Source: an optimization exercise on an open RTL-to-GDS flow (aim: small area). Production flows keep margins and buffers that such runs may drop. In this exercise RTL edits were held to simulation tests only and were not proved equivalent to the original. Power figures rest on the tool's default switching activity, not on a simulated workload.

===== flow/design.v =====
`default_nettype none
package preproc_pkg;
  typedef logic signed [16-1:0] sample_t;
  typedef logic [8-1:0] alpha_t;
  typedef logic [4-1:0] shift_t;
  typedef logic [4-1:0] chan_mask_t;
  typedef logic [$clog2(4)-1:0] chan_idx_t;
  typedef logic [16-1:0] subsampl_t;
  typedef logic [$clog2(4)-1:0] fifo_ptr_t;
  typedef logic [$clog2(4+1)-1:0] fifo_cnt_t;
  typedef logic signed [16+8+1:0] ema_acc_t;
endpackage
`default_nettype wire
`default_nettype none
package preproc_reg_pkg;
  typedef logic [12-1:0] addr_t;
  typedef logic [32-1:0] word_t;
  localparam addr_t REG_CHAN_CFG_BASE    = 'h000;
  localparam addr_t REG_PRE_OFFSET_BASE  = 'h100;
  localparam addr_t REG_POST_OFFSET_BASE = 'h200;
  localparam addr_t REG_SUBSAMPLING = 'h300;
  localparam addr_t REG_SOFT_RESET  = 'h304;
  localparam int unsigned CFG_CHAN_EN_BIT   = 0;
  localparam int unsigned CFG_OFFREM_EN_BIT = 1;
  localparam int unsigned CFG_ALPHA_LSB     = 2;
  localparam int unsigned CFG_SHL_LSB       = 10;
  localparam int unsigned CFG_SHR_LSB       = 14;
  localparam int unsigned CFG_WORD_BITS     = CFG_SHR_LSB + 4;
  localparam word_t ILLEGAL_READ_DATA = 32'hDEADDA7A;
  typedef enum logic [2:0] {
    BANK_CHAN_CFG,
    BANK_PRE_OFFSET,
    BANK_POST_OFFSET,
    BANK_GLOBAL,
    BANK_NONE
  } reg_bank_e;
endpackage
`default_nettype wire
`timescale 1ns/1ns
`default_nettype none
module offset_removal (
  input  logic [15:0] idata_i,
  input  logic [3:0]  shl_i,
  input  logic [3:0]  shr_i,
  input  logic [7:0]  alpha_i,
  input  logic [15:0] pre_i,
  input  logic [15:0] post_i,
  input  logic [15:0] mean_i,
  output logic [15:0] sample_o,
  output logic [15:0] mean_o
);
  logic [15:0] shifted, csa_s, csa_c, post_sum;
  logic [16:0] total;
  logic [15:0] low_sum;
  logic        c15, f15, f16;
  logic [16:0] diff;
  logic [23:0] red_x, red_y, red_sum;
  assign shifted = idata_i << shl_i;
  assign csa_s = shifted ^ pre_i ^ ~mean_i;
  assign csa_c = (shifted & pre_i) | (shifted & ~mean_i) | (pre_i & ~mean_i);
  assign total = {1'b0, csa_s} + {csa_c, 1'b1};
  assign low_sum = {1'b0, shifted[14:0]} + {1'b0, pre_i[14:0]};
  assign c15 = low_sum[15];
  assign f15 = shifted[15] ^ pre_i[15] ^ c15;
  assign f16 = (shifted[15] & pre_i[15]) | (shifted[15] & c15) | (pre_i[15] & c15);
  assign diff = {total[16] ^ ~f16 ^ mean_i[15] ^ f15, total[15:0]};
  assign post_sum = diff[15:0] + post_i;
  assign sample_o = post_sum >> shr_i;
  logic fc10, fc100, fc102, fc104, fc106, fc108, fc110, fc112, fc114, fc116, fc118, fc12, fc120, fc122, fc124, fc126, fc128, fc130, fc132, fc134, fc136, fc138, fc140, fc142, fc146, fc148, fc150, fc152, fc154, fc156, fc158, fc16, fc160, fc162, fc164, fc166, fc168, fc170, fc172, fc174, fc176, fc178, fc18, fc180, fc182, fc186, fc188, fc190, fc192, fc194, fc196, fc198, fc20, fc200, fc202, fc204, fc206, fc208, fc210, fc212, fc214, fc216, fc218, fc22, fc220, fc222, fc224, fc226, fc24, fc26, fc28, fc30, fc32, fc34, fc36, fc38, fc40, fc42, fc44, fc46, fc48, fc50, fc52, fc54, fc56, fc58, fc6, fc60, fc62, fc64, fc66, fc68, fc70, fc72, fc74, fc78, fc82, fc84, fc86, fc88, fc90, fc92, fc94, fc96, fc98, fs101, fs103, fs105, fs107, fs109, fs11, fs111, fs113, fs115, fs117, fs119, fs121, fs123, fs125, fs127, fs129, fs131, fs133, fs135, fs137, fs139, fs141, fs145, fs147, fs149, fs15, fs151, fs153, fs155, fs157, fs159, fs161, fs163, fs165, fs167, fs169, fs17, fs171, fs173, fs175, fs177, fs179, fs181, fs185, fs187, fs189, fs19, fs191, fs193, fs195, fs197, fs199, fs201, fs203, fs205, fs207, fs209, fs21, fs211, fs213, fs215, fs217, fs219, fs221, fs223, fs225, fs23, fs25, fs27, fs29, fs31, fs33, fs35, fs37, fs39, fs41, fs43, fs45, fs47, fs49, fs5, fs51, fs53, fs55, fs57, fs59, fs61, fs63, fs65, fs67, fs69, fs71, fs73, fs77, fs81, fs83, fs85, fs87, fs89, fs9, fs91, fs93, fs95, fs97, fs99, hc14, hc144, hc184, hc2, hc4, hc76, hc8, hc80, hs1, hs13, hs143, hs183, hs3, hs7, hs75, hs79, pp0_0, pp0_1, pp0_10, pp0_11, pp0_12, pp0_13, pp0_14, pp0_15, pp0_16, pp0_2, pp0_3, pp0_4, pp0_5, pp0_6, pp0_7, pp0_8, pp0_9, pp1_0, pp1_1, pp1_10, pp1_11, pp1_12, pp1_13, pp1_14, pp1_15, pp1_16, pp1_2, pp1_3, pp1_4, pp1_5, pp1_6, pp1_7, pp1_8, pp1_9, pp2_0, pp2_1, pp2_10, pp2_11, pp2_12, pp2_13, pp2_14, pp2_15, pp2_16, pp2_2, pp2_3, pp2_4, pp2_5, pp2_6, pp2_7, pp2_8, pp2_9, pp3_0, pp3_1, pp3_10, pp3_11, pp3_12, pp3_13, pp3_14, pp3_15, pp3_16, pp3_2, pp3_3, pp3_4, pp3_5, pp3_6, pp3_7, pp3_8, pp3_9, pp4_0, pp4_1, pp4_10, pp4_11, pp4_12, pp4_13, pp4_14, pp4_15, pp4_16, pp4_2, pp4_3, pp4_4, pp4_5, pp4_6, pp4_7, pp4_8, pp4_9, pp5_0, pp5_1, pp5_10, pp5_11, pp5_12, pp5_13, pp5_14, pp5_15, pp5_16, pp5_2, pp5_3, pp5_4, pp5_5, pp5_6, pp5_7, pp5_8, pp5_9, pp6_0, pp6_1, pp6_10, pp6_11, pp6_12, pp6_13, pp6_14, pp6_15, pp6_16, pp6_2, pp6_3, pp6_4, pp6_5, pp6_6, pp6_7, pp6_8, pp6_9, pp7_0, pp7_1, pp7_10, pp7_11, pp7_12, pp7_13, pp7_14, pp7_15, pp7_16, pp7_2, pp7_3, pp7_4, pp7_5, pp7_6, pp7_7, pp7_8, pp7_9;
  assign pp0_0 = alpha_i[0] & diff[0];
  assign pp0_1 = alpha_i[0] & diff[1];
  assign pp0_2 = alpha_i[0] & diff[2];
  assign pp0_3 = alpha_i[0] & diff[3];
  assign pp0_4 = alpha_i[0] & diff[4];
  assign pp0_5 = alpha_i[0] & diff[5];
  assign pp0_6 = alpha_i[0] & diff[6];
  assign pp0_7 = alpha_i[0] & diff[7];
  assign pp0_8 = alpha_i[0] & diff[8];
  assign pp0_9 = alpha_i[0] & diff[9];
  assign pp0_10 = alpha_i[0] & diff[10];
  assign pp0_11 = alpha_i[0] & diff[11];
  assign pp0_12 = alpha_i[0] & diff[12];
  assign pp0_13 = alpha_i[0] & diff[13];
  assign pp0_14 = alpha_i[0] & diff[14];
  assign pp0_15 = alpha_i[0] & diff[15];
  assign pp0_16 = ~(alpha_i[0] & diff[16]);
  assign pp1_0 = alpha_i[1] & diff[0];
  assign pp1_1 = alpha_i[1] & diff[1];
  assign pp1_2 = alpha_i[1] & diff[2];
  assign pp1_3 = alpha_i[1] & diff[3];
  assign pp1_4 = alpha_i[1] & diff[4];
  assign pp1_5 = alpha_i[1] & diff[5];
  assign pp1_6 = alpha_i[1] & diff[6];
  assign pp1_7 = alpha_i[1] & diff[7];
  assign pp1_8 = alpha_i[1] & diff[8];
  assign pp1_9 = alpha_i[1] & diff[9];
  assign pp1_10 = alpha_i[1] & diff[10];
  assign pp1_11 = alpha_i[1] & diff[11];
  assign pp1_12 = alpha_i[1] & diff[12];
  assign pp1_13 = alpha_i[1] & diff[13];
  assign pp1_14 = alpha_i[1] & diff[14];
  assign pp1_15 = alpha_i[1] & diff[15];
  assign pp1_16 = ~(alpha_i[1] & diff[16]);
  assign pp2_0 = alpha_i[2] & diff[0];
  assign pp2_1 = alpha_i[2] & diff[1];
  assign pp2_2 = alpha_i[2] & diff[2];
  assign pp2_3 = alpha_i[2] & diff[3];
  assign pp2_4 = alpha_i[2] & diff[4];
  assign pp2_5 = alpha_i[2] & diff[5];
  assign pp2_6 = alpha_i[2] & diff[6];
  assign pp2_7 = alpha_i[2] & diff[7];
  assign pp2_8 = alpha_i[2] & diff[8];
  assign pp2_9 = alpha_i[2] & diff[9];
  assign pp2_10 = alpha_i[2] & diff[10];
  assign pp2_11 = alpha_i[2] & diff[11];
  assign pp2_12 = alpha_i[2] & diff[12];
  assign pp2_13 = alpha_i[2] & diff[13];
  assign pp2_14 = alpha_i[2] & diff[14];
  assign pp2_15 = alpha_i[2] & diff[15];
  assign pp2_16 = ~(alpha_i[2] & diff[16]);
  assign pp3_0 = alpha_i[3] & diff[0];
  assign pp3_1 = alpha_i[3] & diff[1];
  assign pp3_2 = alpha_i[3] & diff[2];
  assign pp3_3 = alpha_i[3] & diff[3];
  assign pp3_4 = alpha_i[3] & diff[4];
  assign pp3_5 = alpha_i[3] & diff[5];
  assign pp3_6 = alpha_i[3] & diff[6];
  assign pp3_7 = alpha_i[3] & diff[7];
  assign pp3_8 = alpha_i[3] & diff[8];
  assign pp3_9 = alpha_i[3] & diff[9];
  assign pp3_10 = alpha_i[3] & diff[10];
  assign pp3_11 = alpha_i[3] & diff[11];
  assign pp3_12 = alpha_i[3] & diff[12];
  assign pp3_13 = alpha_i[3] & diff[13];
  assign pp3_14 = alpha_i[3] & diff[14];
  assign pp3_15 = alpha_i[3] & diff[15];
  assign pp3_16 = ~(alpha_i[3] & diff[16]);
  assign pp4_0 = alpha_i[4] & diff[0];
  assign pp4_1 = alpha_i[4] & diff[1];
  assign pp4_2 = alpha_i[4] & diff[2];
  assign pp4_3 = alpha_i[4] & diff[3];
  assign pp4_4 = alpha_i[4] & diff[4];
  assign pp4_5 = alpha_i[4] & diff[5];
  assign pp4_6 = alpha_i[4] & diff[6];
  assign pp4_7 = alpha_i[4] & diff[7];
  assign pp4_8 = alpha_i[4] & diff[8];
  assign pp4_9 = alpha_i[4] & diff[9];
  assign pp4_10 = alpha_i[4] & diff[10];
  assign pp4_11 = alpha_i[4] & diff[11];
  assign pp4_12 = alpha_i[4] & diff[12];
  assign pp4_13 = alpha_i[4] & diff[13];
  assign pp4_14 = alpha_i[4] & diff[14];
  assign pp4_15 = alpha_i[4] & diff[15];
  assign pp4_16 = ~(alpha_i[4] & diff[16]);
  assign pp5_0 = alpha_i[5] & diff[0];
  assign pp5_1 = alpha_i[5] & diff[1];
  assign pp5_2 = alpha_i[5] & diff[2];
  assign pp5_3 = alpha_i[5] & diff[3];
  assign pp5_4 = alpha_i[5] & diff[4];
  assign pp5_5 = alpha_i[5] & diff[5];
  assign pp5_6 = alpha_i[5] & diff[6];
  assign pp5_7 = alpha_i[5] & diff[7];
  assign pp5_8 = alpha_i[5] & diff[8];
  assign pp5_9 = alpha_i[5] & diff[9];
  assign pp5_10 = alpha_i[5] & diff[10];
  assign pp5_11 = alpha_i[5] & diff[11];
  assign pp5_12 = alpha_i[5] & diff[12];
  assign pp5_13 = alpha_i[5] & diff[13];
  assign pp5_14 = alpha_i[5] & diff[14];
  assign pp5_15 = alpha_i[5] & diff[15];
  assign pp5_16 = ~(alpha_i[5] & diff[16]);
  assign pp6_0 = alpha_i[6] & diff[0];
  assign pp6_1 = alpha_i[6] & diff[1];
  assign pp6_2 = alpha_i[6] & diff[2];
  assign pp6_3 = alpha_i[6] & diff[3];
  assign pp6_4 = alpha_i[6] & diff[4];
  assign pp6_5 = alpha_i[6] & diff[5];
  assign pp6_6 = alpha_i[6] & diff[6];
  assign pp6_7 = alpha_i[6] & diff[7];
  assign pp6_8 = alpha_i[6] & diff[8];
  assign pp6_9 = alpha_i[6] & diff[9];
  assign pp6_10 = alpha_i[6] & diff[10];
  assign pp6_11 = alpha_i[6] & diff[11];
  assign pp6_12 = alpha_i[6] & diff[12];
  assign pp6_13 = alpha_i[6] & diff[13];
  assign pp6_14 = alpha_i[6] & diff[14];
  assign pp6_15 = alpha_i[6] & diff[15];
  assign pp6_16 = ~(alpha_i[6] & diff[16]);
  assign pp7_0 = alpha_i[7] & diff[0];
  assign pp7_1 = alpha_i[7] & diff[1];
  assign pp7_2 = alpha_i[7] & diff[2];
  assign pp7_3 = alpha_i[7] & diff[3];
  assign pp7_4 = alpha_i[7] & diff[4];
  assign pp7_5 = alpha_i[7] & diff[5];
  assign pp7_6 = alpha_i[7] & diff[6];
  assign pp7_7 = alpha_i[7] & diff[7];
  assign pp7_8 = alpha_i[7] & diff[8];
  assign pp7_9 = alpha_i[7] & diff[9];
  assign pp7_10 = alpha_i[7] & diff[10];
  assign pp7_11 = alpha_i[7] & diff[11];
  assign pp7_12 = alpha_i[7] & diff[12];
  assign pp7_13 = alpha_i[7] & diff[13];
  assign pp7_14 = alpha_i[7] & diff[14];
  assign pp7_15 = alpha_i[7] & diff[15];
  assign pp7_16 = ~(alpha_i[7] & diff[16]);
  assign hs1 = pp0_16 ^ pp1_15;
  assign hc2 = pp0_16 & pp1_15;
  assign hs3 = pp0_6 ^ pp1_5;
  assign hc4 = pp0_6 & pp1_5;
  assign fs5 = pp0_7 ^ pp1_6 ^ pp2_5;
  assign fc6 = (pp0_7 & pp1_6) | (pp0_7 & pp2_5) | (pp1_6 & pp2_5);
  assign hs7 = pp3_4 ^ pp4_3;
  assign hc8 = pp3_4 & pp4_3;
  assign fs9 = pp0_8 ^ pp1_7 ^ pp2_6;
  assign fc10 = (pp0_8 & pp1_7) | (pp0_8 & pp2_6) | (pp1_7 & pp2_6);
  assign fs11 = pp3_5 ^ pp4_4 ^ pp5_3;
  assign fc12 = (pp3_5 & pp4_4) | (pp3_5 & pp5_3) | (pp4_4 & pp5_3);
  assign hs13 = pp6_2 ^ pp7_1;
  assign hc14 = pp6_2 & pp7_1;
  assign fs15 = pp0_9 ^ pp1_8 ^ pp2_7;
  assign fc16 = (pp0_9 & pp1_8) | (pp0_9 & pp2_7) | (pp1_8 & pp2_7);
  assign fs17 = pp3_6 ^ pp4_5 ^ pp5_4;
  assign fc18 = (pp3_6 & pp4_5) | (pp3_6 & pp5_4) | (pp4_5 & pp5_4);
  assign fs19 = pp6_3 ^ pp7_2 ^ mean_i[1];
  assign fc20 = (pp6_3 & pp7_2) | (pp6_3 & mean_i[1]) | (pp7_2 & mean_i[1]);
  assign fs21 = pp0_10 ^ pp1_9 ^ pp2_8;
  assign fc22 = (pp0_10 & pp1_9) | (pp0_10 & pp2_8) | (pp1_9 & pp2_8);
  assign fs23 = pp3_7 ^ pp4_6 ^ pp5_5;
  assign fc24 = (pp3_7 & pp4_6) | (pp3_7 & pp5_5) | (pp4_6 & pp5_5);
  assign fs25 = pp6_4 ^ pp7_3 ^ mean_i[2];
  assign fc26 = (pp6_4 & pp7_3) | (pp6_4 & mean_i[2]) | (pp7_3 & mean_i[2]);
  assign fs27 = pp0_11 ^ pp1_10 ^ pp2_9;
  assign fc28 = (pp0_11 & pp1_10) | (pp0_11 & pp2_9) | (pp1_10 & pp2_9);
  assign fs29 = pp3_8 ^ pp4_7 ^ pp5_6;
  assign fc30 = (pp3_8 & pp4_7) | (pp3_8 & pp5_6) | (pp4_7 & pp5_6);
  assign fs31 = pp6_5 ^ pp7_4 ^ mean_i[3];
  assign fc32 = (pp6_5 & pp7_4) | (pp6_5 & mean_i[3]) | (pp7_4 & mean_i[3]);
  assign fs33 = pp0_12 ^ pp1_11 ^ pp2_10;
  assign fc34 = (pp0_12 & pp1_11) | (pp0_12 & pp2_10) | (pp1_11 & pp2_10);
  assign fs35 = pp3_9 ^ pp4_8 ^ pp5_7;
  assign fc36 = (pp3_9 & pp4_8) | (pp3_9 & pp5_7) | (pp4_8 & pp5_7);
  assign fs37 = pp6_6 ^ pp7_5 ^ mean_i[4];
  assign fc38 = (pp6_6 & pp7_5) | (pp6_6 & mean_i[4]) | (pp7_5 & mean_i[4]);
  assign fs39 = pp0_13 ^ pp1_12 ^ pp2_11;
  assign fc40 = (pp0_13 & pp1_12) | (pp0_13 & pp2_11) | (pp1_12 & pp2_11);
  assign fs41 = pp3_10 ^ pp4_9 ^ pp5_8;
  assign fc42 = (pp3_10 & pp4_9) | (pp3_10 & pp5_8) | (pp4_9 & pp5_8);
  assign fs43 = pp6_7 ^ pp7_6 ^ mean_i[5];
  assign fc44 = (pp6_7 & pp7_6) | (pp6_7 & mean_i[5]) | (pp7_6 & mean_i[5]);
  assign fs45 = pp0_14 ^ pp1_13 ^ pp2_12;
  assign fc46 = (pp0_14 & pp1_13) | (pp0_14 & pp2_12) | (pp1_13 & pp2_12);
  assign fs47 = pp3_11 ^ pp4_10 ^ pp5_9;
  assign fc48 = (pp3_11 & pp4_10) | (pp3_11 & pp5_9) | (pp4_10 & pp5_9);
  assign fs49 = pp6_8 ^ pp7_7 ^ mean_i[6];
  assign fc50 = (pp6_8 & pp7_7) | (pp6_8 & mean_i[6]) | (pp7_7 & mean_i[6]);
  assign fs51 = pp0_15 ^ pp1_14 ^ pp2_13;
  assign fc52 = (pp0_15 & pp1_14) | (pp0_15 & pp2_13) | (pp1_14 & pp2_13);
  assign fs53 = pp3_12 ^ pp4_11 ^ pp5_10;
  assign fc54 = (pp3_12 & pp4_11) | (pp3_12 & pp5_10) | (pp4_11 & pp5_10);
  assign fs55 = pp6_9 ^ pp7_8 ^ mean_i[7];
  assign fc56 = (pp6_9 & pp7_8) | (pp6_9 & mean_i[7]) | (pp7_8 & mean_i[7]);
  assign fs57 = hs1 ^ pp2_14 ^ pp3_13;
  assign fc58 = (hs1 & pp2_14) | (hs1 & pp3_13) | (pp2_14 & pp3_13);
  assign fs59 = pp4_12 ^ pp5_11 ^ pp6_10;
  assign fc60 = (pp4_12 & pp5_11) | (pp4_12 & pp6_10) | (pp5_11 & pp6_10);
  assign fs61 = pp7_9 ^ mean_i[8] ^ 1'b1;
  assign fc62 = (pp7_9 & mean_i[8]) | (pp7_9 & 1'b1) | (mean_i[8] & 1'b1);
  assign fs63 = pp1_16 ^ pp2_15 ^ pp3_14;
  assign fc64 = (pp1_16 & pp2_15) | (pp1_16 & pp3_14) | (pp2_15 & pp3_14);
  assign fs65 = pp4_13 ^ pp5_12 ^ pp6_11;
  assign fc66 = (pp4_13 & pp5_12) | (pp4_13 & pp6_11) | (pp5_12 & pp6_11);
  assign fs67 = pp7_10 ^ mean_i[9] ^ hc2;
  assign fc68 = (pp7_10 & mean_i[9]) | (pp7_10 & hc2) | (mean_i[9] & hc2);
  assign fs69 = pp2_16 ^ pp3_15 ^ pp4_14;
  assign fc70 = (pp2_16 & pp3_15) | (pp2_16 & pp4_14) | (pp3_15 & pp4_14);
  assign fs71 = pp5_13 ^ pp6_12 ^ pp7_11;
  assign fc72 = (pp5_13 & pp6_12) | (pp5_13 & pp7_11) | (pp6_12 & pp7_11);
  assign fs73 = pp3_16 ^ pp4_15 ^ pp5_14;
  assign fc74 = (pp3_16 & pp4_15) | (pp3_16 & pp5_14) | (pp4_15 & pp5_14);
  assign hs75 = pp0_4 ^ pp1_3;
  assign hc76 = pp0_4 & pp1_3;
  assign fs77 = pp0_5 ^ pp1_4 ^ pp2_3;
  assign fc78 = (pp0_5 & pp1_4) | (pp0_5 & pp2_3) | (pp1_4 & pp2_3);
  assign hs79 = pp3_2 ^ pp4_1;
  assign hc80 = pp3_2 & pp4_1;
  assign fs81 = hs3 ^ pp2_4 ^ pp3_3;
  assign fc82 = (hs3 & pp2_4) | (hs3 & pp3_3) | (pp2_4 & pp3_3);
  assign fs83 = pp4_2 ^ pp5_1 ^ pp6_0;
  assign fc84 = (pp4_2 & pp5_1) | (pp4_2 & pp6_0) | (pp5_1 & pp6_0);
  assign fs85 = fs5 ^ hs7 ^ pp5_2;
  assign fc86 = (fs5 & hs7) | (fs5 & pp5_2) | (hs7 & pp5_2);
  assign fs87 = pp6_1 ^ pp7_0 ^ hc4;
  assign fc88 = (pp6_1 & pp7_0) | (pp6_1 & hc4) | (pp7_0 & hc4);
  assign fs89 = fs9 ^ fs11 ^ hs13;
  assign fc90 = (fs9 & fs11) | (fs9 & hs13) | (fs11 & hs13);
  assign fs91 = mean_i[0] ^ fc6 ^ hc8;
  assign fc92 = (mean_i[0] & fc6) | (mean_i[0] & hc8) | (fc6 & hc8);
  assign fs93 = fs15 ^ fs17 ^ fs19;
  assign fc94 = (fs15 & fs17) | (fs15 & fs19) | (fs17 & fs19);
  assign fs95 = fc10 ^ fc12 ^ hc14;
  assign fc96 = (fc10 & fc12) | (fc10 & hc14) | (fc12 & hc14);
  assign fs97 = fs21 ^ fs23 ^ fs25;
  assign fc98 = (fs21 & fs23) | (fs21 & fs25) | (fs23 & fs25);
  assign fs99 = fc16 ^ fc18 ^ fc20;
  assign fc100 = (fc16 & fc18) | (fc16 & fc20) | (fc18 & fc20);
  assign fs101 = fs27 ^ fs29 ^ fs31;
  assign fc102 = (fs27 & fs29) | (fs27 & fs31) | (fs29 & fs31);
  assign fs103 = fc22 ^ fc24 ^ fc26;
  assign fc104 = (fc22 & fc24) | (fc22 & fc26) | (fc24 & fc26);
  assign fs105 = fs33 ^ fs35 ^ fs37;
  assign fc106 = (fs33 & fs35) | (fs33 & fs37) | (fs35 & fs37);
  assign fs107 = fc28 ^ fc30 ^ fc32;
  assign fc108 = (fc28 & fc30) | (fc28 & fc32) | (fc30 & fc32);
  assign fs109 = fs39 ^ fs41 ^ fs43;
  assign fc110 = (fs39 & fs41) | (fs39 & fs43) | (fs41 & fs43);
  assign fs111 = fc34 ^ fc36 ^ fc38;
  assign fc112 = (fc34 & fc36) | (fc34 & fc38) | (fc36 & fc38);
  assign fs113 = fs45 ^ fs47 ^ fs49;
  assign fc114 = (fs45 & fs47) | (fs45 & fs49) | (fs47 & fs49);
  assign fs115 = fc40 ^ fc42 ^ fc44;
  assign fc116 = (fc40 & fc42) | (fc40 & fc44) | (fc42 & fc44);
  assign fs117 = fs51 ^ fs53 ^ fs55;
  assign fc118 = (fs51 & fs53) | (fs51 & fs55) | (fs53 & fs55);
  assign fs119 = fc46 ^ fc48 ^ fc50;
  assign fc120 = (fc46 & fc48) | (fc46 & fc50) | (fc48 & fc50);
  assign fs121 = fs57 ^ fs59 ^ fs61;
  assign fc122 = (fs57 & fs59) | (fs57 & fs61) | (fs59 & fs61);
  assign fs123 = fc52 ^ fc54 ^ fc56;
  assign fc124 = (fc52 & fc54) | (fc52 & fc56) | (fc54 & fc56);
  assign fs125 = fs63 ^ fs65 ^ fs67;
  assign fc126 = (fs63 & fs65) | (fs63 & fs67) | (fs65 & fs67);
  assign fs127 = fc58 ^ fc60 ^ fc62;
  assign fc128 = (fc58 & fc60) | (fc58 & fc62) | (fc60 & fc62);
  assign fs129 = fs69 ^ fs71 ^ mean_i[10];
  assign fc130 = (fs69 & fs71) | (fs69 & mean_i[10]) | (fs71 & mean_i[10]);
  assign fs131 = fc64 ^ fc66 ^ fc68;
  assign fc132 = (fc64 & fc66) | (fc64 & fc68) | (fc66 & fc68);
  assign fs133 = fs73 ^ pp6_13 ^ pp7_12;
  assign fc134 = (fs73 & pp6_13) | (fs73 & pp7_12) | (pp6_13 & pp7_12);
  assign fs135 = mean_i[11] ^ fc70 ^ fc72;
  assign fc136 = (mean_i[11] & fc70) | (mean_i[11] & fc72) | (fc70 & fc72);
  assign fs137 = pp4_16 ^ pp5_15 ^ pp6_14;
  assign fc138 = (pp4_16 & pp5_15) | (pp4_16 & pp6_14) | (pp5_15 & pp6_14);
  assign fs139 = pp7_13 ^ mean_i[12] ^ fc74;
  assign fc140 = (pp7_13 & mean_i[12]) | (pp7_13 & fc74) | (mean_i[12] & fc74);
  assign fs141 = pp5_16 ^ pp6_15 ^ pp7_14;
  assign fc142 = (pp5_16 & pp6_15) | (pp5_16 & pp7_14) | (pp6_15 & pp7_14);
  assign hs143 = pp0_3 ^ pp1_2;
  assign hc144 = pp0_3 & pp1_2;
  assign fs145 = hs75 ^ pp2_2 ^ pp3_1;
  assign fc146 = (hs75 & pp2_2) | (hs75 & pp3_1) | (pp2_2 & pp3_1);
  assign fs147 = fs77 ^ hs79 ^ pp5_0;
  assign fc148 = (fs77 & hs79) | (fs77 & pp5_0) | (hs79 & pp5_0);
  assign fs149 = fs81 ^ fs83 ^ fc78;
  assign fc150 = (fs81 & fs83) | (fs81 & fc78) | (fs83 & fc78);
  assign fs151 = fs85 ^ fs87 ^ fc82;
  assign fc152 = (fs85 & fs87) | (fs85 & fc82) | (fs87 & fc82);
  assign fs153 = fs89 ^ fs91 ^ fc86;
  assign fc154 = (fs89 & fs91) | (fs89 & fc86) | (fs91 & fc86);
  assign fs155 = fs93 ^ fs95 ^ fc90;
  assign fc156 = (fs93 & fs95) | (fs93 & fc90) | (fs95 & fc90);
  assign fs157 = fs97 ^ fs99 ^ fc94;
  assign fc158 = (fs97 & fs99) | (fs97 & fc94) | (fs99 & fc94);
  assign fs159 = fs101 ^ fs103 ^ fc98;
  assign fc160 = (fs101 & fs103) | (fs101 & fc98) | (fs103 & fc98);
  assign fs161 = fs105 ^ fs107 ^ fc102;
  assign fc162 = (fs105 & fs107) | (fs105 & fc102) | (fs107 & fc102);
  assign fs163 = fs109 ^ fs111 ^ fc106;
  assign fc164 = (fs109 & fs111) | (fs109 & fc106) | (fs111 & fc106);
  assign fs165 = fs113 ^ fs115 ^ fc110;
  assign fc166 = (fs113 & fs115) | (fs113 & fc110) | (fs115 & fc110);
  assign fs167 = fs117 ^ fs119 ^ fc114;
  assign fc168 = (fs117 & fs119) | (fs117 & fc114) | (fs119 & fc114);
  assign fs169 = fs121 ^ fs123 ^ fc118;
  assign fc170 = (fs121 & fs123) | (fs121 & fc118) | (fs123 & fc118);
  assign fs171 = fs125 ^ fs127 ^ fc122;
  assign fc172 = (fs125 & fs127) | (fs125 & fc122) | (fs127 & fc122);
  assign fs173 = fs129 ^ fs131 ^ fc126;
  assign fc174 = (fs129 & fs131) | (fs129 & fc126) | (fs131 & fc126);
  assign fs175 = fs133 ^ fs135 ^ fc130;
  assign fc176 = (fs133 & fs135) | (fs133 & fc130) | (fs135 & fc130);
  assign fs177 = fs137 ^ fs139 ^ fc134;
  assign fc178 = (fs137 & fs139) | (fs137 & fc134) | (fs139 & fc134);
  assign fs179 = fs141 ^ mean_i[13] ^ fc138;
  assign fc180 = (fs141 & mean_i[13]) | (fs141 & fc138) | (mean_i[13] & fc138);
  assign fs181 = pp6_16 ^ pp7_15 ^ mean_i[14];
  assign fc182 = (pp6_16 & pp7_15) | (pp6_16 & mean_i[14]) | (pp7_15 & mean_i[14]);
  assign hs183 = pp0_2 ^ pp1_1;
  assign hc184 = pp0_2 & pp1_1;
  assign fs185 = hs143 ^ pp2_1 ^ pp3_0;
  assign fc186 = (hs143 & pp2_1) | (hs143 & pp3_0) | (pp2_1 & pp3_0);
  assign fs187 = fs145 ^ pp4_0 ^ hc144;
  assign fc188 = (fs145 & pp4_0) | (fs145 & hc144) | (pp4_0 & hc144);
  assign fs189 = fs147 ^ hc76 ^ fc146;
  assign fc190 = (fs147 & hc76) | (fs147 & fc146) | (hc76 & fc146);
  assign fs191 = fs149 ^ hc80 ^ fc148;
  assign fc192 = (fs149 & hc80) | (fs149 & fc148) | (hc80 & fc148);
  assign fs193 = fs151 ^ fc84 ^ fc150;
  assign fc194 = (fs151 & fc84) | (fs151 & fc150) | (fc84 & fc150);
  assign fs195 = fs153 ^ fc88 ^ fc152;
  assign fc196 = (fs153 & fc88) | (fs153 & fc152) | (fc88 & fc152);
  assign fs197 = fs155 ^ fc92 ^ fc154;
  assign fc198 = (fs155 & fc92) | (fs155 & fc154) | (fc92 & fc154);
  assign fs199 = fs157 ^ fc96 ^ fc156;
  assign fc200 = (fs157 & fc96) | (fs157 & fc156) | (fc96 & fc156);
  assign fs201 = fs159 ^ fc100 ^ fc158;
  assign fc202 = (fs159 & fc100) | (fs159 & fc158) | (fc100 & fc158);
  assign fs203 = fs161 ^ fc104 ^ fc160;
  assign fc204 = (fs161 & fc104) | (fs161 & fc160) | (fc104 & fc160);
  assign fs205 = fs163 ^ fc108 ^ fc162;
  assign fc206 = (fs163 & fc108) | (fs163 & fc162) | (fc108 & fc162);
  assign fs207 = fs165 ^ fc112 ^ fc164;
  assign fc208 = (fs165 & fc112) | (fs165 & fc164) | (fc112 & fc164);
  assign fs209 = fs167 ^ fc116 ^ fc166;
  assign fc210 = (fs167 & fc116) | (fs167 & fc166) | (fc116 & fc166);
  assign fs211 = fs169 ^ fc120 ^ fc168;
  assign fc212 = (fs169 & fc120) | (fs169 & fc168) | (fc120 & fc168);
  assign fs213 = fs171 ^ fc124 ^ fc170;
  assign fc214 = (fs171 & fc124) | (fs171 & fc170) | (fc124 & fc170);
  assign fs215 = fs173 ^ fc128 ^ fc172;
  assign fc216 = (fs173 & fc128) | (fs173 & fc172) | (fc128 & fc172);
  assign fs217 = fs175 ^ fc132 ^ fc174;
  assign fc218 = (fs175 & fc132) | (fs175 & fc174) | (fc132 & fc174);
  assign fs219 = fs177 ^ fc136 ^ fc176;
  assign fc220 = (fs177 & fc136) | (fs177 & fc176) | (fc136 & fc176);
  assign fs221 = fs179 ^ fc140 ^ fc178;
  assign fc222 = (fs179 & fc140) | (fs179 & fc178) | (fc140 & fc178);
  assign fs223 = fs181 ^ fc142 ^ fc180;
  assign fc224 = (fs181 & fc142) | (fs181 & fc180) | (fc142 & fc180);
  assign fs225 = pp7_16 ^ mean_i[15] ^ fc182;
  assign fc226 = (pp7_16 & mean_i[15]) | (pp7_16 & fc182) | (mean_i[15] & fc182);
  assign red_x = {fs225, fs223, fs221, fs219, fs217, fs215, fs213, fs211, fs209, fs207, fs205, fs203, fs201, fs199, fs197, fs195, fs193, fs191, fs189, fs187, fs185, hs183, pp0_1, pp0_0};
  assign red_y = {fc224, fc222, fc220, fc218, fc216, fc214, fc212, fc210, fc208, fc206, fc204, fc202, fc200, fc198, fc196, fc194, fc192, fc190, fc188, fc186, hc184, pp2_0, pp1_0, 1'b0};
  assign red_sum = red_x + red_y;
  assign mean_o = red_sum[23:8];
endmodule
`default_nettype wire
`timescale 1ns/1ns
`default_nettype none
module preproc_top (
  input  logic                   clk_i,
  input  logic                   rst_ni,
  input  logic                   cfg_req_i,
  output logic                   cfg_gnt_o,
  input  logic                   cfg_we_i,
  input  preproc_reg_pkg::addr_t cfg_addr_i,
  input  preproc_reg_pkg::word_t cfg_wdata_i,
  output preproc_reg_pkg::word_t cfg_rdata_o,
  output logic                   cfg_rvalid_o,
  input  preproc_pkg::sample_t   idata_i,
  input  logic                   idata_valid_i,
  output logic                   idata_ready_o,
  output preproc_pkg::sample_t   odata_o,
  output logic                   odata_valid_o,
  input  logic                   odata_switch_channel_i,
  input  logic                   odata_ack_sample_i
);
  function automatic logic [16:0] rca16(input logic [15:0] a, input logic [15:0] b, input logic ci);
    logic c;
    c = ci;
    for (int i = 0; i < 16; i++) begin
      rca16[i] = a[i] ^ b[i] ^ c;
      c = (a[i] & b[i]) | (c & (a[i] ^ b[i]));
    end
    rca16[16] = c;
  endfunction
  logic       wr_en, rd_en;
  logic       chan_ok, b_cfg, b_pre, b_post, a_sub, a_srst, a_ill;
  logic [3:0] ch_dec;
  logic       soft_reset;
  assign cfg_gnt_o = cfg_req_i;
  assign wr_en     = cfg_req_i & cfg_we_i;
  assign rd_en     = cfg_req_i & ~cfg_we_i;
  assign chan_ok = (cfg_addr_i[7:4] == 4'd0);
  assign b_cfg   = chan_ok & (cfg_addr_i[11:8] == 4'd0);
  assign b_pre   = chan_ok & (cfg_addr_i[11:8] == 4'd1);
  assign b_post  = chan_ok & (cfg_addr_i[11:8] == 4'd2);
  assign a_sub   = (cfg_addr_i == 12'h300);
  assign a_srst  = (cfg_addr_i == 12'h304);
  assign a_ill   = ~(b_cfg | b_pre | b_post | a_sub | a_srst);
  for (genvar c = 0; c < 4; c++) begin : g_dec
    assign ch_dec[c] = (cfg_addr_i[3:2] == c);
  end
  assign soft_reset = wr_en & a_srst;
  logic [17:0] ccfg_q [4];
  logic [15:0] pre_q  [4];
  logic [15:0] post_q [4];
  logic [15:0] sub_q;
  logic [3:0]  vcfg_q, vpre_q, vpost_q;
  logic        vsub_q;
  for (genvar c = 0; c < 4; c++) begin : g_regs
    always_ff @(posedge clk_i) begin
      if (wr_en && b_cfg && ch_dec[c])  ccfg_q[c] <= cfg_wdata_i[17:0];
      if (wr_en && b_pre && ch_dec[c])  pre_q[c]  <= cfg_wdata_i[15:0];
      if (wr_en && b_post && ch_dec[c]) post_q[c] <= cfg_wdata_i[15:0];
    end
    always_ff @(posedge clk_i or negedge rst_ni) begin
      if (!rst_ni) begin
        vcfg_q[c]  <= 1'b0;
        vpre_q[c]  <= 1'b0;
        vpost_q[c] <= 1'b0;
      end else begin
        if (wr_en && b_cfg && ch_dec[c])  vcfg_q[c]  <= 1'b1;
        if (wr_en && b_pre && ch_dec[c])  vpre_q[c]  <= 1'b1;
        if (wr_en && b_post && ch_dec[c]) vpost_q[c] <= 1'b1;
      end
    end
  end
  always_ff @(posedge clk_i) begin
    if (wr_en && a_sub) sub_q <= cfg_wdata_i[15:0];
  end
  always_ff @(posedge clk_i or negedge rst_ni) begin
    if (!rst_ni) begin
      vsub_q <= 1'b0;
    end else if (wr_en && a_sub) begin
      vsub_q <= 1'b1;
    end
  end
  logic [3:0]  chan_en, offrem_en;
  logic [15:0] subsampl;
  for (genvar c = 0; c < 4; c++) begin : g_fields
    assign chan_en[c]   = vcfg_q[c] & ccfg_q[c][0];
    assign offrem_en[c] = vcfg_q[c] & ccfg_q[c][1];
  end
  assign subsampl = vsub_q ? sub_q : 16'h0000;
  logic       rvalid_q;
  logic [4:0] rsel_q;    
  logic [3:0] rch_q;     
  always_ff @(posedge clk_i or negedge rst_ni) begin
    if (!rst_ni) begin
      rvalid_q <= 1'b0;
    end else begin
      rvalid_q <= rd_en;
    end
  end
  always_ff @(posedge clk_i) begin
    rsel_q <= {a_ill, a_sub, b_post, b_pre, b_cfg};
    rch_q  <= ch_dec;
  end
  logic [17:0] rd_low;
  always_comb begin
    rd_low = '0;
    for (int c = 0; c < 4; c++) begin
      rd_low |= {18{rsel_q[0] & rch_q[c] & vcfg_q[c]}}  & ccfg_q[c];
      rd_low |= {18{rsel_q[1] & rch_q[c] & vpre_q[c]}}  & {2'b00, pre_q[c]};
      rd_low |= {18{rsel_q[2] & rch_q[c] & vpost_q[c]}} & {2'b00, post_q[c]};
    end
    rd_low |= {18{rsel_q[3] & vsub_q}} & {2'b00, sub_q};
    rd_low |= {18{rsel_q[4]}} & preproc_reg_pkg::ILLEGAL_READ_DATA[17:0];
  end
  assign cfg_rdata_o  = {{14{rsel_q[4]}} & preproc_reg_pkg::ILLEGAL_READ_DATA[31:18], rd_low};
  assign cfg_rvalid_o = rvalid_q;
  logic [3:0] pending_q, act, remaining;
  logic [3:0] fifo_full, fifo_empty;
  logic       accept;
  assign act[0] = pending_q[0];
  assign act[1] = pending_q[1] & ~pending_q[0];
  assign act[2] = pending_q[2] & ~|pending_q[1:0];
  assign act[3] = pending_q[3] & ~|pending_q[2:0];
  assign idata_ready_o = idata_valid_i & |(act & ~fifo_full);
  assign accept        = idata_ready_o;
  assign remaining     = pending_q & ~act;
  always_ff @(posedge clk_i or negedge rst_ni) begin
    if (!rst_ni) begin
      pending_q <= '0;
    end else if (soft_reset) begin
      pending_q <= chan_en;
    end else if (accept) begin
      pending_q <= (remaining == '0) ? chan_en : remaining;
    end
  end
  logic [15:0] mean_q [4];
  logic [3:0]  vmean_q;
  logic [7:0]  alpha_s;
  logic [3:0]  shl_s, shr_s;
  logic [15:0] pre_s, post_s, mean_s;
  logic        offrem_s;
  always_comb begin
    alpha_s  = '0;
    shl_s    = '0;
    shr_s    = '0;
    pre_s    = '0;
    post_s   = '0;
    mean_s   = '0;
    offrem_s = 1'b0;
    for (int c = 0; c < 4; c++) begin
      alpha_s  |= {8{act[c] & vcfg_q[c]}} & ccfg_q[c][9:2];
      shl_s    |= {4{act[c] & vcfg_q[c]}} & ccfg_q[c][13:10];
      shr_s    |= {4{act[c] & vcfg_q[c]}} & ccfg_q[c][17:14];
      offrem_s |= act[c] & offrem_en[c];
      pre_s    |= {16{act[c] & vpre_q[c]}}  & pre_q[c];
      post_s   |= {16{act[c] & vpost_q[c]}} & post_q[c];
      mean_s   |= {16{act[c] & offrem_en[c] & vmean_q[c]}} & mean_q[c];
    end
  end
  logic [15:0] proc_sample, mean_new;
  offset_removal i_offset_removal (
    .idata_i  (idata_i),
    .shl_i    (shl_s),
    .shr_i    (shr_s),
    .alpha_i  (alpha_s),
    .pre_i    (pre_s),
    .post_i   (post_s),
    .mean_i   (mean_s),
    .sample_o (proc_sample),
    .mean_o   (mean_new)
  );
  for (genvar c = 0; c < 4; c++) begin : g_mean
    always_ff @(posedge clk_i) begin
      if (accept && act[c] && offrem_en[c]) mean_q[c] <= mean_new;
    end
    always_ff @(posedge clk_i or negedge rst_ni) begin
      if (!rst_ni) begin
        vmean_q[c] <= 1'b0;
      end else if (soft_reset) begin
        vmean_q[c] <= 1'b0;
      end else if (accept && act[c] && offrem_en[c]) begin
        vmean_q[c] <= 1'b1;
      end
    end
  end
  logic [15:0] sub_cnt_q;
  logic [16:0] sub_inc;
  logic        keep;
  assign sub_inc = rca16(sub_cnt_q, 16'h0000, 1'b1);
  assign keep    = (sub_cnt_q == 16'h0000);
  always_ff @(posedge clk_i or negedge rst_ni) begin
    if (!rst_ni) begin
      sub_cnt_q <= '0;
    end else if (soft_reset) begin
      sub_cnt_q <= '0;
    end else if (accept && remaining == '0) begin
      sub_cnt_q <= (sub_cnt_q == subsampl) ? 16'h0000 : sub_inc[15:0];
    end
  end
  logic [15:0] fifo_mem [4][4];
  logic [1:0]  rd_ptr_q [4];
  logic [2:0]  fill_q   [4];
  logic [3:0]  push, pop;
  for (genvar c = 0; c < 4; c++) begin : g_fifo
    logic [1:0] wr_ptr;
    assign wr_ptr        = rd_ptr_q[c] + fill_q[c][1:0];
    assign fifo_empty[c] = (fill_q[c] == 3'd0);
    assign fifo_full[c]  = fill_q[c][2];
    assign push[c]       = accept & act[c] & keep;
    assign pop[c]        = odata_ack_sample_i & chan_en[c] & ~fifo_empty[c];
    always_ff @(posedge clk_i or negedge rst_ni) begin
      if (!rst_ni) begin
        rd_ptr_q[c] <= '0;
        fill_q[c]   <= '0;
      end else if (soft_reset) begin
        rd_ptr_q[c] <= '0;
        fill_q[c]   <= '0;
      end else begin
        if (pop[c]) rd_ptr_q[c] <= rd_ptr_q[c] + 2'd1;
        if (push[c] && !pop[c]) fill_q[c] <= fill_q[c] + 3'd1;
        if (pop[c] && !push[c]) fill_q[c] <= fill_q[c] - 3'd1;
      end
    end
    for (genvar k = 0; k < 4; k++) begin : g_entry
      always_ff @(posedge clk_i) begin
        if (push[c] && wr_ptr == k) fifo_mem[c][k] <= proc_sample;
      end
    end
  end
  logic [3:0] sel_q, selected, sel_rest;
  assign selected[0] = sel_q[0];
  assign selected[1] = sel_q[1] & ~sel_q[0];
  assign selected[2] = sel_q[2] & ~|sel_q[1:0];
  assign selected[3] = sel_q[3] & ~|sel_q[2:0];
  assign sel_rest    = sel_q & ~selected;
  always_ff @(posedge clk_i or negedge rst_ni) begin
    if (!rst_ni) begin
      sel_q <= '0;
    end else if (soft_reset) begin
      sel_q <= chan_en;
    end else if (odata_switch_channel_i) begin
      sel_q <= (sel_rest == '0) ? chan_en : sel_rest;
    end
  end
  assign odata_valid_o = |(selected & ~fifo_empty);
  always_comb begin
    odata_o = '0;
    for (int c = 0; c < 4; c++) begin
      for (int k = 0; k < 4; k++) begin
        odata_o |= {16{selected[c] && rd_ptr_q[c] == k}} & fifo_mem[c][k];
      end
    end
  end
endmodule
`default_nettype wire

===== flow/run.sh =====
#!/bin/bash
# synth_recipe.tcl (not shown) runs the flow's synth.tcl, then flattens the netlist and writes it again
# the make line also repeats each setting of config.mk as NAME=value (left out here)
make -C /OpenROAD-flow-scripts/flow DESIGN_CONFIG=/design/flow/config.mk WORK_HOME=/design/flow/orfs CLKGATE_MAP_FILE= SYNTH_SCRIPT=/design/flow/synth_recipe.tcl finish

===== flow/config.mk =====
export PLATFORM = sky130hd
export DESIGN_NAME = preproc_top
export DESIGN_NICKNAME = preproc_top
export VERILOG_FILES = /design/flow/design.v
export SDC_FILE = /design/flow/constraint.sdc
export NUM_CORES = 4
export LEC_CHECK = 0
export CAP_MARGIN = 20
export CORE_MARGIN = 2
export CORE_UTILIZATION = 40
export SLEW_MARGIN = 20

===== flow/constraint.sdc =====
create_clock -name core_clock -period 12.0 [get_ports {clk_i}]
set_input_delay 2.4000 -clock core_clock [delete_from_list [all_inputs] [get_ports {clk_i}]]
set_output_delay 2.4000 -clock core_clock [all_outputs]
set_load 0.01 [all_outputs]

==> impl_metrics.ini, run 1 <==
[status]
status = timing/DRC/antenna clean

[critical_path]
worst-path-buf-inv = 3
critPathKind = reg -> reg
cpMaxStageDelayCell = nor4bb_4
cp_common_cell = a21o_1
endpoint_kind = flop
max_stage_delay_ns = 0.96
startpoint_type = flop
critPathMaxFanout = 15
critPathTopFamily = adder cells
cp_data_arrival_time_ns = 11.31
required_ns = 12.35

[layout]
n_antenna_cell = 0
post-route-util_pct = 46.2
final.fill_count = 7042
stdcell_area_um2 = 36500
nets = 3025
area_growth_pct = 14.4
ff_latch_area_um2 = 17800
drive_above_1_share_pct = 8.93
multiInputGateArea_um2 = 13000

[timing]
finalSetupViolations = 0
min_period_ns = 10.96
min_period_over_period_pct = 91.3
hold_viol_final = 0
fmax_mhz = 91.2
worst_pin_slew_ns = 1.26
rsz0062_at_grt = no
maxSlewHeadroom_pct = 15.8
fin_worst_skew_ns = 0.0321
drv_slew = 0
setup_tns_ns = 0

[clock_network]
clock_path_buffers = 3
post-cts-setup-buffers = 0
postCtsHoldBufs = 0
cts.repair.resized = 0
cts_htree_levels = 3
cts_tree = done
clk_pin_slew_worst_paths_ns = 0.06
insertion_delay_ns = 0.63
root_buffer = clkbuf_16
numCtsBuffers = 67
cts_sinks = 607

[synth]
yosysTopAreaCell = edfxtp_1
netlist_area_um2 = 31900
synth_edf_count = 536
synthTopCellsByCount = 536 x edfxtp_1, 305 x nand2_1, 208 x nor2_1
yosysWarnings = 8
yosysMostFrequentCell = edfxtp_1
yosys_most_used_dff = edfxtp_1
syn_avg_cell_area_um2 = 12.2
synth_cell_types = 81
ys_seq_area_share_pct = 55.8
synth-async-reset-ratio_pct = 10.2
syn-instance-count = 2608
yosys-top-cells-area = edfxtp_1 50%, fa_1 7.9%, dfrtp_1 4.9%
yosys.area.top_type_share_pct = 50.4
ys_ff_latch = 607

[global_route]
antenna_found_initial = 0
grt.overflow.total = 0
grt_pass1_wl_um = 142000
grt_pass1_vias = 22800
grt_max_degree = 63
grt_usage_pct = 23.0

[floorplan]
row_count = 103
dieWidth_um = 287
io-pin-count = 119
die_area_um2 = 82100
core-area_um2 = 79000
die_height_um = 287
start_util_pct = 40.4

[power]
internal_power_uw = 3600
swShare_pct = 24.2
power_leakage_uw = 0.0139
combPwrFrac_pct = 8.5
netSwitchingPower_uw = 1150
max-vdd-ir-drop_mv = 0.122
seqPwrFrac_pct = 49.9
power_uw = 4750
clkPwrFrac_pct = 41.6
power.density_nw_per_um2 = 130

[drt]
wl_met2_um = 44000
postRouteAntennaNets = 0
routed.top_layer = met4
wire_per_inst_um = 24.7
first_pass_iters = 7
viasPerCell = 5.92
wl_met3_um = 8380
vias = 22700
totalWireLength_um = 94600
route.detailed.drc = 0
wl_met1_um = 37700
drt_iter0_markers = 2937

[placed_design]
place_hpwl_um = 63700
dpl_cell_area_um2 = 34400
port_buffers = 100
place_congestion = 0.949

[run]
drv_cap = 0

[worst_hold_path]
min_path_type = reg -> reg
## per-stage QoR
stage | worst slack (ns) | hold slack, ns | instances
after floorplan | 1.97 | 0.445 | 2611
after global placement | 0.756 | 0.465 | 3701
after detailed placement | 0.654 | 0.468 | 3702
after CTS | 1.18 | 0.483 | 3825
after global routing | 0.627 | 0.505 | 3826
final | 1.04 | 0.485 | 3826
## state kept, by name, summed over array words and instances, names as in the netlist, 8 cells and up
signal / count
fifo_mem: 256
ccfg_q: 72
mean_q: 64
post_q: 64
pre_q: 64
sub_cnt_q: 16
sub_q: 16
fill_q: 12
rd_ptr_q: 8
## path summary, 6_finish.rpt
kind                                       endpoint  cells past startpoint  slack, ns                     start
max in group asynchronous  fill_q[3][2]$_DFFE_PN0P_                      2       9.39                    rst_ni
max                         mean_q[1][15]$_DFFE_PP_                     39       1.04  pending_q[0]$_DFFE_PN0P_
min in group asynchronous  sub_cnt_q[6]$_DFFE_PN0P_                      2       1.97                    rst_ni
min                           vpre_q[2]$_DFFE_PN0P_                      1       0.49     vpre_q[2]$_DFFE_PN0P_
max reg2reg                 mean_q[1][15]$_DFFE_PP_                     39       1.04  pending_q[0]$_DFFE_PN0P_
min reg2reg                   vpre_q[2]$_DFFE_PN0P_                      1       0.49     vpre_q[2]$_DFFE_PN0P_
## power by group through the flow
stage	registers [uW]	clock network, uW	logic (uW)
floorplan	2410	0	232
global placement	2410	0	379
detailed placement	2410	0	393
CTS	2370	2010	395
global route	2370	2080	442
finish	2370	1970	403
## metal layers
layer	track usage (%)	vias up
li1	-	9975
met1	30.0	11300
met2	37.0	1147
met3	4.67	228
met4	10.4	0
met5	0	-
## cells in the final DEF, fill, tap and decap left out, types with 15 or more instances in the layout
master	netlist	final
edfxtp_1	536	536
nand2_1	305	305
nor2_1	208	203
inv_1	156	156
a22oi_1	126	126
fa_1	126	126
ha_1	110	110
clkdlybuf4s50_1	0	99
buf_4	15	90
a222oi_1	71	71
clkbuf_16	0	68
o21ai_0	64	64
dfrtp_1	62	62
xnor2_1	54	54
nand3_1	52	52
a21oi_1	47	47
a221oi_1	49	47
mux2i_1	41	41
nand4_1	40	40
and3_1	43	39
a22o_1	36	36
and2_1	28	28
a21o_1	22	22
nor3_1	26	22
o21a_1	21	21
or2_2	20	20
o22ai_1	17	17
clkbuf_1	116	17
a221o_1	16	16
xor2_1	15	15
## cell families after synthesis
kind of cell	Yosys count	share of synthesized area, %
compound gates	558	13.5
simple gates	785	11.2
flops	607	55.8
fa+ha+maj	237	12.2
other cells	1	0.0117
mux	44	1.39
xor+xnor	71	2.05
buf+inv	305	3.82
## cell type report
| cell class | instances | share of cell area, % |
|---|---|---|
| clock buffers | 85 | 4.83 |
| clock inverters | 38 | 0.911 |
| inverters | 156 | 1.60 |
| multi-input cells | 1699 | 35.6 |
| flip-flops and latches | 607 | 48.8 |
| well taps | 1050 | 3.60 |
| repair buffers | 191 | 4.65 |
==> run 2: changes to the inputs <==
--- a/flow/config.mk
+++ b/flow/config.mk
@@ -9,3 +9,6 @@
 export CORE_MARGIN = 2
-export CORE_UTILIZATION = 40
+export CORE_UTILIZATION = 65
+export CTS_BUF_LIST = sky130_fd_sc_hd__clkbuf_16
+export CTS_CLUSTER_DIAMETER = 100
+export CTS_CLUSTER_SIZE = 25
 export SLEW_MARGIN = 20
==> run 2 against run 1 <==
Net effect: first-iteration DRC count increased by 3.2%; cell count fell by 13%; synthesized cell count stayed put; die area fell by 38%; critical path type unchanged; critical endpoint is now mean_q[2][15]$_DFFE_PP_; largest cell class unchanged; highest routed layer is now met5.
==> impl_metrics.ini, run 2 <==
[status]
status = timing/DRC/antenna clean

[timing]
min_period_over_period_pct = 92.8
fmax_mhz = 89.8
setup_tns_ns = 0
drv_slew = 0
rsz0062_at_grt = no
finalSetupViolations = 0
worst_pin_slew_ns = 1.26
maxSlewHeadroom_pct = 16.1
hold_viol_final = 0
fin_worst_skew_ns = 0.0255
min_period_ns = 11.13

[critical_path]
startpoint_type = flop
required_ns = 12.35
cpMaxStageDelayCell = a221o_1
endpoint_kind = flop
cp_common_cell = a21o_1
max_stage_delay_ns = 0.78
critPathKind = reg -> reg
critPathMaxFanout = 17
cp_data_arrival_time_ns = 11.48

[global_route]
antenna_found_initial = 1
grt_max_degree = 63
grt_usage_pct = 33.6
grt.overflow.total = 0
grt_pass1_wl_um = 128000
grt_pass1_vias = 22100

[clock_network]
cts_sinks = 607
clock_path_buffers = 3
numCtsBuffers = 28
post-cts-setup-buffers = 0
postCtsHoldBufs = 0
root_buffer = clkbuf_16
cts.repair.resized = 0
cts_tree = done
cts_htree_levels = 1
insertion_delay_ns = 0.63
clk_pin_slew_worst_paths_ns = 0.10

[power]
power.density_nw_per_um2 = 110
internal_power_uw = 2910
clkPwrFrac_pct = 28.0
seqPwrFrac_pct = 61.9
max-vdd-ir-drop_mv = 0.139
netSwitchingPower_uw = 906
combPwrFrac_pct = 10.1
swShare_pct = 23.7
power_leakage_uw = 0.0132

[floorplan]
dieWidth_um = 226
die_height_um = 226
core-area_um2 = 48700
die_area_um2 = 50900
row_count = 81
start_util_pct = 65.5
io-pin-count = 119

[layout]
area_growth_pct = 8.23
regMostFlops = fifo_mem
largest_reg_flops = 256
nets = 2960
top_regs = fifo_mem (256), ccfg_q (72)
drive_above_1_share_pct = 6.01
mostFrequentLayoutCells = 536 x edfxtp_1, 305 x nand2_1, 203 x nor2_1
final_common_cell = edfxtp_1
post-route-util_pct = 70.9

[drt]
first_pass_iters = 10
wire_per_inst_um = 25.2
vias = 22300
totalWireLength_um = 84300
drt_iter0_markers = 3032
postRouteAntennaNets = 0
route.detailed.drc = 0
viasPerCell = 6.66

[synth]
yosysMostFrequentCell = edfxtp_1
yosys-top-cells-area = edfxtp_1 50%, fa_1 7.9%, dfrtp_1 4.9%
synthTopCellsByCount = 536 x edfxtp_1, 305 x nand2_1, 208 x nor2_1
ys_seq_area_share_pct = 55.8
yosysWarnings = 8
ys_ff_latch = 607
synth_cell_types = 81
syn_avg_cell_area_um2 = 12.2
yosys_most_used_dff = edfxtp_1
netlist_area_um2 = 31900
yosys.area.top_type_share_pct = 50.4
synth_edf_count = 536
synth-async-reset-ratio_pct = 10.2
yosysTopAreaCell = edfxtp_1
syn-instance-count = 2608

[placed_design]
place_congestion = 0.899
place_hpwl_um = 59100
port_buffers = 100

[run]
drv_cap = 0

[worst_hold_path]
min_path_type = reg -> reg
run 2: changes by cell type in the layout (fill, tap and decap cells not counted), sizes merged:
cell,previous run,this run
buf,92,65
bufinv,2,0
clkbuf,85,29
clkinv,28,1
diode,0,1
inv,163,178
run 2: worst max-delay path: cells and delay by family (launching register included):
family | cells | cell delay [ns]
AO/OA/AOI/OAI | 17 | 3.46
XOR/XNOR | 5 | 1.23
adder cells (fa/ha/maj) | 8 | 3.30
buffers and inverters | 2 | 0.10
flip-flops | 1 | 0.69
multiplexers | 1 | 0.23
AND/OR/NAND/NOR | 6 | 1.82
run 2: worst paths after layout:
check | startpoint | end | slack [ns] | cells after the start
max | pending_q[1]$_DFFE_PN0P_ | mean_q[2][15]$_DFFE_PP_ | 0.87 | 39
min | vpost_q[2]$_DFFE_PN0P_ | vpost_q[2]$_DFFE_PN0P_ | 0.49 | 1
max reg2reg | pending_q[1]$_DFFE_PN0P_ | mean_q[2][15]$_DFFE_PP_ | 0.87 | 39
min reg2reg | vpost_q[2]$_DFFE_PN0P_ | vpost_q[2]$_DFFE_PN0P_ | 0.49 | 1
max in group asynchronous | rst_ni | rd_ptr_q[3][0]$_DFFE_PN0P_ | 9.44 | 2
min in group asynchronous | rst_ni | sub_cnt_q[9]$_DFFE_PN0P_ | 1.95 | 2
run 2: cell families after synthesis:
kind of cell,count (synthesis),share of synthesized area [%]
xor+xnor,71,2.05
flops,607,55.8
fa+ha+maj,237,12.2
buf+inv,305,3.82
other cells,1,0.0117
simple gates,785,11.2
mux,44,1.39
compound gates,558,13.5
run 2: power groups by stage:
stage	Combinational (uW)	Clock, uW	Sequential (uW)
after floorplan	232	0	2410
after global placement	359	0	2410
after detailed placement	371	0	2410
after CTS	373	1080	2360
after global routing	425	1140	2370
final	384	1070	2360
run 2: area by class of cell:
type | count | area, um^2
well taps | 664 | 831
clock inverters | 24 | 125
inverters | 156 | 586
clock buffers | 28 | 701
diodes | 1 | 2.50
repair buffers | 165 | 1480
fillers | 3438 | 14200
flip-flops and latches | 607 | 17800
multi-input cells | 1699 | 13000
run 2: per-layer routing:
layer | vias up | track usage (%) | part of all wire (%)
met3 | 237 | 5.66 | 8.8
met5 | - | 0 | 0.013
met2 | 1122 | 55.4 | 48
li1 | 9793 | - | -
met1 | 11100 | 43.9 | 38
met4 | 2 | 15.7 | 5.1
run 2: metrics by stage:
| stage | std cells | hold slack (ns) | setup WS [ns] | cell area [um^2] | power, uW |
|---|---|---|---|---|---|
| 6_report | 3344 | 0.490 | 0.865 | 34600 | 3820 |
| 2_1_floorplan | 2611 | 0.445 | 1.97 | 31900 | 2640 |
| 3_5_place_dp | 3289 | 0.467 | 0.539 | 33700 | 2780 |
| 5_1_grt | 3343 | 0.505 | 0.270 | 34600 | 3930 |
| 3_3_place_gp | 3289 | 0.460 | 0.592 | 33700 | 2770 |
| 4_1_cts | 3341 | 0.491 | 1.00 | 34500 | 3810 |
==> run 3: changes to the inputs <==
==> flow/flow/run.sh (new file) <==
#!/bin/bash
set -o pipefail
export BUFFER_PORTS_ARGS="-buffer_cell sky130_fd_sc_hd__buf_1"
bash standard.sh finish 2>&1 | tee standard.log
==> flow/standard.sh (new file) <==
#!/bin/bash
# synth_recipe.tcl (not shown) runs the flow's synth.tcl, then flattens the netlist and writes it again
# the make line also repeats each setting of config.mk as NAME=value (left out here)
make -C /OpenROAD-flow-scripts/flow DESIGN_CONFIG=/design/flow/config.mk WORK_HOME=/design/flow/orfs CLKGATE_MAP_FILE= SYNTH_SCRIPT=/design/flow/synth_recipe.tcl "${@:-finish}"
removed: flow/run.sh
==> run 3 against run 2 <==
Net effect: global-route usage decreased by 0.078 points; synthesized cell count stayed put; synthesized area is the same; combinational power decreased by 4%; critical path depth shrank 2; die area stayed put; cell count is 0.15% higher.
==> impl_metrics.ini, run 3 <==
[status]
status = timing/DRC/antenna clean

[synth]
syn-instance-count = 2608
ys_ff_latch = 607
yosysWarnings = 8
synth-async-reset-ratio_pct = 10.2
synthTopCellsByCount = 536 x edfxtp_1, 305 x nand2_1, 208 x nor2_1
yosys-top-cells-area = edfxtp_1 50%, fa_1 7.9%, dfrtp_1 4.9%
synth_edf_count = 536
yosys_most_used_dff = edfxtp_1
yosys.area.top_type_share_pct = 50.4
netlist_area_um2 = 31900
yosysMostFrequentCell = edfxtp_1
ys_seq_area_share_pct = 55.8
yosysTopAreaCell = edfxtp_1
syn_avg_cell_area_um2 = 12.2
synth_cell_types = 81

[timing]
worst_pin_slew_ns = 1.24
min_period_ns = 11.14
rsz0062_at_grt = no
finalSetupViolations = 0
hold_viol_final = 0
hold_slack_ns = 0.488
setup_tns_ns = 0
fin_ws_ns = 0.856
fmax_mhz = 89.7
min_period_over_period_pct = 92.9
maxSlewHeadroom_pct = 17.1
drv_slew = 0
fin_worst_skew_ns = 0.0198

[drt]
vias = 22100
viasPerCell = 6.60
route.detailed.drc = 0
totalWireLength_um = 84600
wire_per_inst_um = 25.3
postRouteAntennaNets = 0
first_pass_iters = 9
drt_iter0_markers = 2772

[placed_design]
port_buffers = 100
place_hpwl_um = 58900
place_congestion = 0.908
dp_slack_ns = 0.903

[power]
power_uw = 3840
power.density_nw_per_um2 = 113
power_leakage_uw = 0.0130
max-vdd-ir-drop_mv = 0.167

[critical_path]
critPathKind = reg -> reg
cp_data_arrival_time_ns = 11.50
critPathMaxFanout = 16
endpoint_kind = flop
required_ns = 12.36
startpoint_type = flop
r2r_cells = 37
max_stage_delay_ns = 0.72
cpMaxStageDelayCell = a221o_1

[clock_network]
numCtsBuffers = 28
post-cts-setup-buffers = 0
clk_pin_slew_worst_paths_ns = 0.10
insertion_delay_ns = 0.64
clock_path_buffers = 3
cts_sinks = 607
postCtsHoldBufs = 0
cts.repair.resized = 0
root_buffer = clkbuf_16
cts_tree = done
cts_htree_levels = 1

[layout]
area_growth_pct = 6.54
drive_above_1_share_pct = 6.18
ff_latch_area_um2 = 17800
final_common_cell = edfxtp_1
largest_reg_flops = 256
mostFrequentLayoutCells = 536 x edfxtp_1, 305 x nand2_1, 204 x nor2_1
nets = 2966
final.fill_count = 3500
top_regs = fifo_mem (256), ccfg_q (72)
multiInputGateArea_um2 = 13000
n_antenna_cell = 0
regMostFlops = fifo_mem
post-route-util_pct = 69.8

[floorplan]
core-area_um2 = 48700
row_count = 81
dieWidth_um = 226
start_util_pct = 65.5
die_height_um = 226
die_area_um2 = 50900
io-pin-count = 119

[global_route]
grt.overflow.total = 0
grt_max_degree = 63
grt_pass1_wl_um = 127000
grt_usage_pct = 33.5
antenna_found_initial = 3
grt_pass1_vias = 21600

[worst_hold_path]
min_path_type = reg -> reg
hold_depth = 1

[run]
drv_cap = 0
## run 3: stage by stage
step	cells	cell area [um^2]
finish	3349	34000
global route	3349	34000
CTS	3349	34000
detailed placement	3297	33100
global placement	3296	33100
floorplan	2611	31900
## run 3: final timing paths
path	to	start	slack, ns
setup reg to reg	mean_q[3][15]$_DFFE_PP_	pending_q[1]$_DFFE_PN0P_	0.86
min in group asynchronous	sub_cnt_q[11]$_DFFE_PN0P_	rst_ni	1.93
hold reg to reg	vpost_q[0]$_DFFE_PN0P_	vpost_q[0]$_DFFE_PN0P_	0.49
hold / removal	vpost_q[0]$_DFFE_PN0P_	vpost_q[0]$_DFFE_PN0P_	0.49
setup / recovery	mean_q[3][15]$_DFFE_PP_	pending_q[1]$_DFFE_PN0P_	0.86
max in group asynchronous	vmean_q[3]$_DFFE_PN0P_	rst_ni	9.46
## run 3: cell type report
cell class                 count  share of cell area, %
clock buffer                  30                   2.21
sequential                   607                   52.4
tap                          664                   2.44
clock inverter                22                  0.335
multi-input combinational   1699                   38.2
timing repair buffer         171                   2.67
inverter                     156                   1.72
## run 3: cell families after synthesis
family	synth area share, %
other	0.0117
AO/OA/AOI/OAI	13.5
adder cells (fa/ha/maj)	12.2
XOR/XNOR	2.05
flip-flops	55.8
multiplexers	1.39
AND/OR/NAND/NOR	11.2
buffers and inverters	3.82
## run 3: worst max-delay path: cells and delay by family, from the launching register on
family	cells	cell delay, ns
compound gates	16	3.30
xor+xnor	2	0.91
buf+inv	4	0.40
mux	1	0.20
flops	1	0.64
simple gates	7	2.40
fa+ha+maj	7	2.98
## run 3: report_power, final
| part | leakage (uW) | internal (uW) | switching, uW | total, uW |
|---|---|---|---|---|
| Sequential | 0.00573 | 2350 | 15.2 | 2360 |
| Clock | 0.000491 | 459 | 646 | 1100 |
| Combinational | 0.00673 | 116 | 252 | 368 |
| Total | 0.0130 | 2920 | 913 | 3840 |
## run 3: layer usage
metal	vias up	track usage, %	part of all wire, %
met5	-	0	0.037
li1	9805	-	-
met3	244	5.52	9.1
met1	10900	43.9	38
met2	1181	56.4	48
met4	4	12.9	4.4

what the ideal ports hide:
Ports are ideal in the flow. The routed layouts listed here were re-timed in OpenROAD. Step 1 sets driving cells, clkbuf_16 on the clock port and buf_2 on the other inputs (assumed; they add their load-dependent delay and slew). Step 2 adds t to the input delays and takes it off the output delays; t is the mean of the earliest and latest rising clock arrival at the registers after step 1. Input paths then give back, and output paths get back, about the clock's delay inside the block. Three values: ideal ports, drivers, drivers and shift; two values: the first two.
run | t (ns) | slack for setup (ns) | worst hold slack (ns) | worst setup path at the end | clock arrival spread, ns
run 1 | 0.685 | 1.039 / 1.039 / 0.552 | 0.485 / 0.485 / 0.485 | input to register | 0.033 / 0.032
run 2 | 0.677 | 0.865 / 0.865 / 0.482 | 0.490 / 0.490 / 0.490 | input to register | 0.026 / 0.026
run 3 | 0.686 | 0.856 / 0.856 / 0.854 | 0.488 / 0.488 / 0.488 | input to register | 0.020 / 0.019
After both steps every run listed still meets setup and hold. The setup slack of run 1, which loses most, moves by 0.000 ns with the drivers and by -0.487 ns with both steps.
